What follows belongs to an exercise in optimizing a design on an open flow for small area; a production flow would make more cautious choices.
Power and IR drop assume default switching activity.

==> flow/design.v (excerpt) <==
module gpio_32_top
(
  input  logic                PCLK,
  input  logic                PRESETn,
  input  logic                PSEL,
  input  logic                PENABLE,
  input  logic                PWRITE,
  input  logic [7:0]          PADDR,
  input  logic [31:0]         PWDATA,
  output logic [31:0]         PRDATA,
  output logic                PREADY,
  output logic                PSLVERR,
  input  logic [gpio_32_pkg::NUM_GPIO-1:0] gpio_in_raw,
  output logic [gpio_32_pkg::NUM_GPIO-1:0] gpio_out,
  output logic [gpio_32_pkg::NUM_GPIO-1:0] gpio_oe,
  output logic                gpio_irq
);
For scale: about 850 flip-flops, ~180 I/O pins.
==> flow/config.mk <==
export PLATFORM = sky130hd
export DESIGN_NAME = gpio_32_top
export DESIGN_NICKNAME = gpio_32_top
export VERILOG_FILES = /design/flow/design.v
export SDC_FILE = /design/flow/constraint.sdc
export NUM_CORES = 4
export LEC_CHECK = 0
export CAP_MARGIN = 10
export CORE_MARGIN = 2
export CORE_UTILIZATION = 70
export CTS_CLUSTER_DIAMETER = 60
export CTS_CLUSTER_SIZE = 30
export GPL_TIMING_DRIVEN = 0
export SLEW_MARGIN = 10
export SYNTH_HIERARCHICAL = 1
export SYNTH_MINIMUM_KEEP_SIZE = 0
==> flow/constraint.sdc <==
create_clock -name core_clock -period 10.0 [get_ports {PCLK}]
set_input_delay 2.0000 -clock core_clock [delete_from_list [all_inputs] [get_ports {PCLK}]]
set_output_delay 2.0000 -clock core_clock [all_outputs]
set_load 0.01 [all_outputs]
standard.sh (not shown) runs the stock make flow with config.mk's settings and CLKGATE_MAP_FILE= SYNTH_SCRIPT=/design/flow/synth_recipe.tcl, a recipe that flattens the netlist after the stock synthesis.
==> flow/flow/run.sh <==
#!/bin/bash
# Layout flow: the standard synthesis unchanged, then the standard
# ORFS layout with these changes:
#   - ports are buffered with the smallest buffer (buf_1) instead of the
#     default choice;
#   - clock tree synthesis inserts no dummy loads (clkload cells);
#   - after floorplan, combinational cells that synthesis upsized are set back
#     to their smallest drive strength (flip-flops are left as they are);
#     the later repair steps upsize again wherever slew, load or timing need it.
# Each step's full output goes to its own log file in this folder.
set -euo pipefail
here=$(pwd)
bash standard.sh synth > "$here/flow_synth.log" 2>&1
bash standard.sh \
  "BUFFER_PORTS_ARGS=-buffer_cell sky130_fd_sc_hd__buf_1" \
  "POST_FLOORPLAN_TCL=$here/flow/downsize.tcl" \
  "CTS_ARGS=-sink_clustering_enable -repair_clock_nets -sink_clustering_size 30 -sink_clustering_max_diameter 60 -dont_use_dummy_load" \
  finish > "$here/flow_layout.log" 2>&1
==> flow/flow/downsize.tcl <==
# Set every combinational standard cell to the smallest drive strength of its
# family (same function and pins). Flip-flops keep the cell synthesis gave them.
set db [ord::get_db]
set block [[$db getChip] getBlock]
set n_swapped 0
set area_before 0.0
set area_after 0.0
foreach inst [$block getInsts] {
  set master [$inst getMaster]
  set name [$master getName]
  if {![regexp {^(sky130_fd_sc_hd__[a-z0-9]+)_([0-9]+)$} $name -> base size]} { continue }
  if {[regexp {df|dl|sdf|edf|tap|fill|decap|conb|clkbuf|clkinv|clkdly|dlygate|diode} $base]} { continue }
  set best ""
  set best_area 0
  foreach sz {0 1 2} {
    if {$sz >= $size} { break }
    set cand [$db findMaster "${base}_${sz}"]
    if {$cand eq "NULL" || $cand eq ""} { continue }
    set a [expr {[$cand getWidth] * [$cand getHeight]}]
    set cur [expr {[$master getWidth] * [$master getHeight]}]
    if {$a < $cur && ($best eq "" || $a <= $best_area)} {
      set best $cand
      set best_area $a
    }
  }
  if {$best ne ""} {
    set area_before [expr {$area_before + [$master getWidth] * [$master getHeight] / 1e6}]
    set area_after [expr {$area_after + $best_area / 1e6}]
    $inst swapMaster $best
    incr n_swapped
  }
}
puts "downsize: swapped $n_swapped instances, area $area_before -> $area_after um2"
Edit:
- GPL_TIMING_DRIVEN: 0 -> unset
Effect:
- The changed run went through all stages and came out clean
- utilization goes down by 1.6 points
- wire length decreases by 0.34%
- power came out lower by 1.3%
- cell count is lower by 0.68%
Edit:
--- a/flow/flow/run.sh
+++ b/flow/flow/run.sh
@@ -16,3 +16,3 @@
   "POST_FLOORPLAN_TCL=$here/flow/downsize.tcl" \
-  "CTS_ARGS=-sink_clustering_enable -repair_clock_nets -sink_clustering_size 30 -sink_clustering_max_diameter 60 -dont_use_dummy_load" \
+  "CTS_ARGS=-sink_clustering_enable -repair_clock_nets -sink_clustering_size 25 -sink_clustering_max_diameter 110 -dont_use_dummy_load" \
   finish > "$here/flow_layout.log" 2>&1
=>
- synthesized cell count stays the same
- final cell count barely changes
- power fell by 3.2%
Edit:
--- a/flow/flow/run.sh
+++ b/flow/flow/run.sh
@@ -16,3 +16,3 @@
   "POST_FLOORPLAN_TCL=$here/flow/downsize.tcl" \
-  "CTS_ARGS=-sink_clustering_enable -repair_clock_nets -sink_clustering_size 25 -sink_clustering_max_diameter 110 -dont_use_dummy_load" \
+  "CTS_ARGS=-sink_clustering_enable -repair_clock_nets -sink_clustering_size 30 -sink_clustering_max_diameter 75 -dont_use_dummy_load" \
   finish > "$here/flow_layout.log" 2>&1
The changed run finished clean.
Final area barely changes.
Worst hold slack improved by 0.023 ns.
Worst setup slack improved by 0.011 ns.
Via count barely changes.
Total power came out lower by 0.42%.
Final cell count barely changes.
Global-route usage came out lower by 0.18 points.
Sequential share of layout area is about the same.
Synthesized area does not change.
Routed wire length came out lower by 0.62%.
Edit:
--- a/flow/flow/run.sh
+++ b/flow/flow/run.sh
@@ -16,3 +16,3 @@
   "POST_FLOORPLAN_TCL=$here/flow/downsize.tcl" \
-  "CTS_ARGS=-sink_clustering_enable -repair_clock_nets -sink_clustering_size 30 -sink_clustering_max_diameter 75 -dont_use_dummy_load" \
+  "CTS_ARGS=-sink_clustering_enable -repair_clock_nets -sink_clustering_size 30 -sink_clustering_max_diameter 90 -dont_use_dummy_load" \
   finish > "$here/flow_layout.log" 2>&1
- CORE_UTILIZATION: 70 -> 80
Outcome: The changed run passed the timing, DRC and antenna checks. Global-route usage climbs by 3.2 points. Clock power drops by about 5%. Synthesized area does not change. Via count climbs by 2.0%. Core utilization climbs by 9.2 points.
Edit:
--- a/flow/flow/run.sh
+++ b/flow/flow/run.sh
@@ -16,3 +16,3 @@
   "POST_FLOORPLAN_TCL=$here/flow/downsize.tcl" \
-  "CTS_ARGS=-sink_clustering_enable -repair_clock_nets -sink_clustering_size 30 -sink_clustering_max_diameter 90 -dont_use_dummy_load" \
+  "CTS_ARGS=-sink_clustering_enable -repair_clock_nets -sink_clustering_size 40 -sink_clustering_max_diameter 60 -dont_use_dummy_load" \
   finish > "$here/flow_layout.log" 2>&1
- CORE_UTILIZATION: 80 -> 70
- area after synthesis does not change
- worst setup slack degrades by 0.058 ns
- total power goes up by about 5%
- first-iteration DRC count goes down by about 20%
- via count goes down by 1.7%
- wire length goes up by 3.8%
- clock-buffer cell count goes up by 14
- clock skew goes up by 0.042 ns
- worst hold slack degrades by 0.025 ns
No run of this note included a check of the RTL's function; only the layout flow was run.

==> port drivers added, routing unchanged <==
How much do the figures lean on ideal ports? The routed layouts below were timed once more, with nothing changed but the port constraints.
Step 1 sets driving cells, clkbuf_16 on the clock port and buf_2 on the other inputs (assumed; they add their load-dependent delay and slew).
Step 2, shift: input delay + t, output delay - t, t = (earliest + latest rising clock arrival at the registers) / 2. This alone moves slack from input paths to output paths.
Slacks: ideal / step 1 / step 2; pairs: ideal / step 1.
run	shift t [ns]	setup WS [ns]	pins driven straight from the clock port
the first run	0.669	0.949 / 0.949 / 0.949	1
the second run	0.667	1.137 / 1.137 / 1.137	1
the third run	0.655	1.175 / 1.175 / 1.175	1
the fourth run	0.645	1.186 / 1.186 / 1.186	1
the fifth run	0.633	1.172 / 1.172 / 1.172	1
the sixth run	0.673	1.115 / 1.115 / 1.115	1
After both steps every run listed still meets setup and hold.
